Source: an optimization exercise on an open RTL-to-GDS flow (aim: small area). Production flows keep margins and buffers that such runs may drop.
Only simulation tests tie the RTL to the original design; equivalence was not proved.
Power is estimated from default activity; no workload was simulated.

==> flow/design.v (excerpt) <==
module register_file #(
    parameter int unsigned XLEN  = 32,
    parameter int unsigned NREG  = 32,
    parameter int unsigned CNT_W = 32
) (
    input  logic                     clk,
    input  logic                     rst,
    input  logic                     RegWriteW,
    input  logic [$clog2(NREG)-1:0]  RdW,
    input  logic [XLEN-1:0]          ResultW,
    input  logic [$clog2(NREG)-1:0]  A1,
    input  logic [$clog2(NREG)-1:0]  A2,
    output logic [XLEN-1:0]          RD1,
    output logic [XLEN-1:0]          RD2,
    input  logic [$clog2(NREG)-1:0]  DbgA,
    output logic [XLEN-1:0]          DbgRD,
    output logic [CNT_W-1:0]         WriteCount
);
Size in the first run: roughly 4400 cells after synthesis, about 44000 sq um of cells after synthesis.
==> flow/config.mk <==
export PLATFORM = sky130hd
export DESIGN_NAME = register_file
export DESIGN_NICKNAME = register_file
export VERILOG_FILES = /design/flow/design.v
export SDC_FILE = /design/flow/constraint.sdc
export NUM_CORES = 4
export LEC_CHECK = 0
export CAP_MARGIN = 10
export CORE_MARGIN = 2
export CORE_UTILIZATION = 55
export SETUP_SLACK_MARGIN = 0.2
export SLEW_MARGIN = 10
export SYNTH_HIERARCHICAL = 1
==> flow/constraint.sdc <==
create_clock -name core_clock -period 6.5 [get_ports {clk}]
set_input_delay 1.3000 -clock core_clock [delete_from_list [all_inputs] [get_ports {clk}]]
set_output_delay 1.3000 -clock core_clock [all_outputs]
set_load 0.01 [all_outputs]
standard.sh (not shown) runs the stock make flow with config.mk's settings and CLKGATE_MAP_FILE= SYNTH_SCRIPT=/design/flow/synth_recipe.tcl, a recipe that flattens the netlist after the stock synthesis.
==> flow/flow/run.sh <==
#!/bin/bash
# Standard ORFS layout with three changes: ports buffered with the smallest
# buffer, a clock tree built from small clock buffers, and no dummy loads.
set -euo pipefail
W=$(pwd)
cat > "$W/own_config.mk" <<EOT
include $W/config.mk
export BUFFER_PORTS_ARGS = -buffer_cell sky130_fd_sc_hd__buf_1
export CTS_ARGS = -sink_clustering_enable -repair_clock_nets -dont_use_dummy_load -sink_clustering_size 20 -buf_list {sky130_fd_sc_hd__clkbuf_4 sky130_fd_sc_hd__clkbuf_8}
EOT
sed "s#DESIGN_CONFIG=[^ ]*#DESIGN_CONFIG=$W/own_config.mk#" standard.sh > own_standard.sh
bash own_standard.sh finish > "$W/orfs_make.log" 2>&1
The baseline finished with max-capacitance violations, max-slew violations, negative setup slack left.
Next try:
==> flow/run.sh (new file) <==
#!/bin/bash
# synth_recipe.tcl (not shown) runs the flow's synth.tcl, then flattens the netlist and writes it again
# the make line also repeats each setting of config.mk as NAME=value (left out here)
make -C /OpenROAD-flow-scripts/flow DESIGN_CONFIG=/design/flow/config.mk WORK_HOME=/design/flow/orfs CLKGATE_MAP_FILE= SYNTH_SCRIPT=/design/flow/synth_recipe.tcl finish
- CAP_MARGIN: 10 -> 20
- CORE_UTILIZATION: 55 -> 40
- SETUP_SLACK_MARGIN: 0.2 -> not set
- SLEW_MARGIN: 10 -> 20
removed: flow/flow/run.sh
removed: flow/standard.sh
With this change the flow ran to the end with violations: negative setup slack.
Clock-buffer cell count shrinks by 19.
Critical path depth rose by 1.
Wire length falls by 2.6%.
Die area went up by 37%.
Worst hold slack is about the same.

========
register_file, a different RTL version from the one above (not shown whole).
For scale: about 4000 cells after synthesis, roughly 1000 flip-flops, about 0.044 mm^2 of cells after synthesis.
export LEC_CHECK = 0
export CAP_MARGIN = 10
export CORE_MARGIN = 2
export CORE_UTILIZATION = 45
export GPL_TIMING_DRIVEN = 0
export SETUP_SLACK_MARGIN = 0.2
export SLEW_MARGIN = 10
export SYNTH_HIERARCHICAL = 1
create_clock -name core_clock -period 6.5 [get_ports {clk}]
==> flow/flow/run.sh <==
#!/bin/bash
# Standard ORFS layout (the standard.sh) with two changes: ports are
# buffered with the smallest buffer, and the clock tree is built from
# mid-size clock buffers in larger sink clusters, without dummy loads.
set -euo pipefail
W=$(pwd)
cat > "$W/own_config.mk" <<EOT
include $W/config.mk
export BUFFER_PORTS_ARGS = -buffer_cell sky130_fd_sc_hd__buf_1
export CTS_ARGS = -sink_clustering_enable -repair_clock_nets -dont_use_dummy_load -sink_clustering_size 30 -sink_clustering_max_diameter 100 -buf_list {sky130_fd_sc_hd__clkbuf_8 sky130_fd_sc_hd__clkbuf_16}
EOT
sed "s#DESIGN_CONFIG=[^ ]*#DESIGN_CONFIG=$W/own_config.mk#" standard.sh > own_standard.sh
bash own_standard.sh finish > "$W/orfs_make.log" 2>&1
The first run completed, yet does not pass: setup timing.
Rerun with:
GPL_TIMING_DRIVEN = not set   (was 0)
Outcome: The new run reached the layout checks and failed them: setup timing. Cell count increases by 2.3%. Combinational power stays flat. Register-to-register slack improved by 110 ps. Worst setup slack got worse by 6.8 ps. Power is about the same. Design area increases by 0.53%. Routed wire length hardly moves. Die area is unchanged. Worst hold slack improved by 3.1 ps. First-iteration DRC count is about the same. Clock-buffer cell count increases by 1.

==> static timing again, ports no longer ideal <==
Ports are ideal in the flow. The routed layouts listed here were re-timed in OpenROAD.
Step 1, drivers: a clkbuf_16 drives clk and a buf_2 each remaining input, both assumed.
Step 2 also shifts input and output timing later by t, the mid clock arrival at the registers, as if the neighbouring blocks saw the same clock.
Three values: no drivers, after step 1, after step 2; two values: the first two.
| run | t (ns) | slack for setup (ns) | worst hold slack (ns) | cell pins on the clock port's net |
|---|---|---|---|---|
| the first run of note 1 | 0.940 | -0.013 / -0.143 / -0.143 | 0.503 / 0.503 / 0.503 | 1 |
| the second run of note 1 | 0.802 | -0.151 / -0.179 / -0.179 | 0.500 / 0.500 / 0.500 | 1 |
| the first run of note 2 | 0.720 | -0.072 / -0.094 / -0.762 | 0.525 / 0.525 / 0.525 | 1 |
| the second run of note 2 | 0.713 | -0.079 / -0.042 / -0.754 | 0.528 / 0.528 / 0.528 | 1 |
The setup slack of the first run of note 2, which loses most, moves by -0.022 ns with the drivers and by -0.690 ns with both steps.
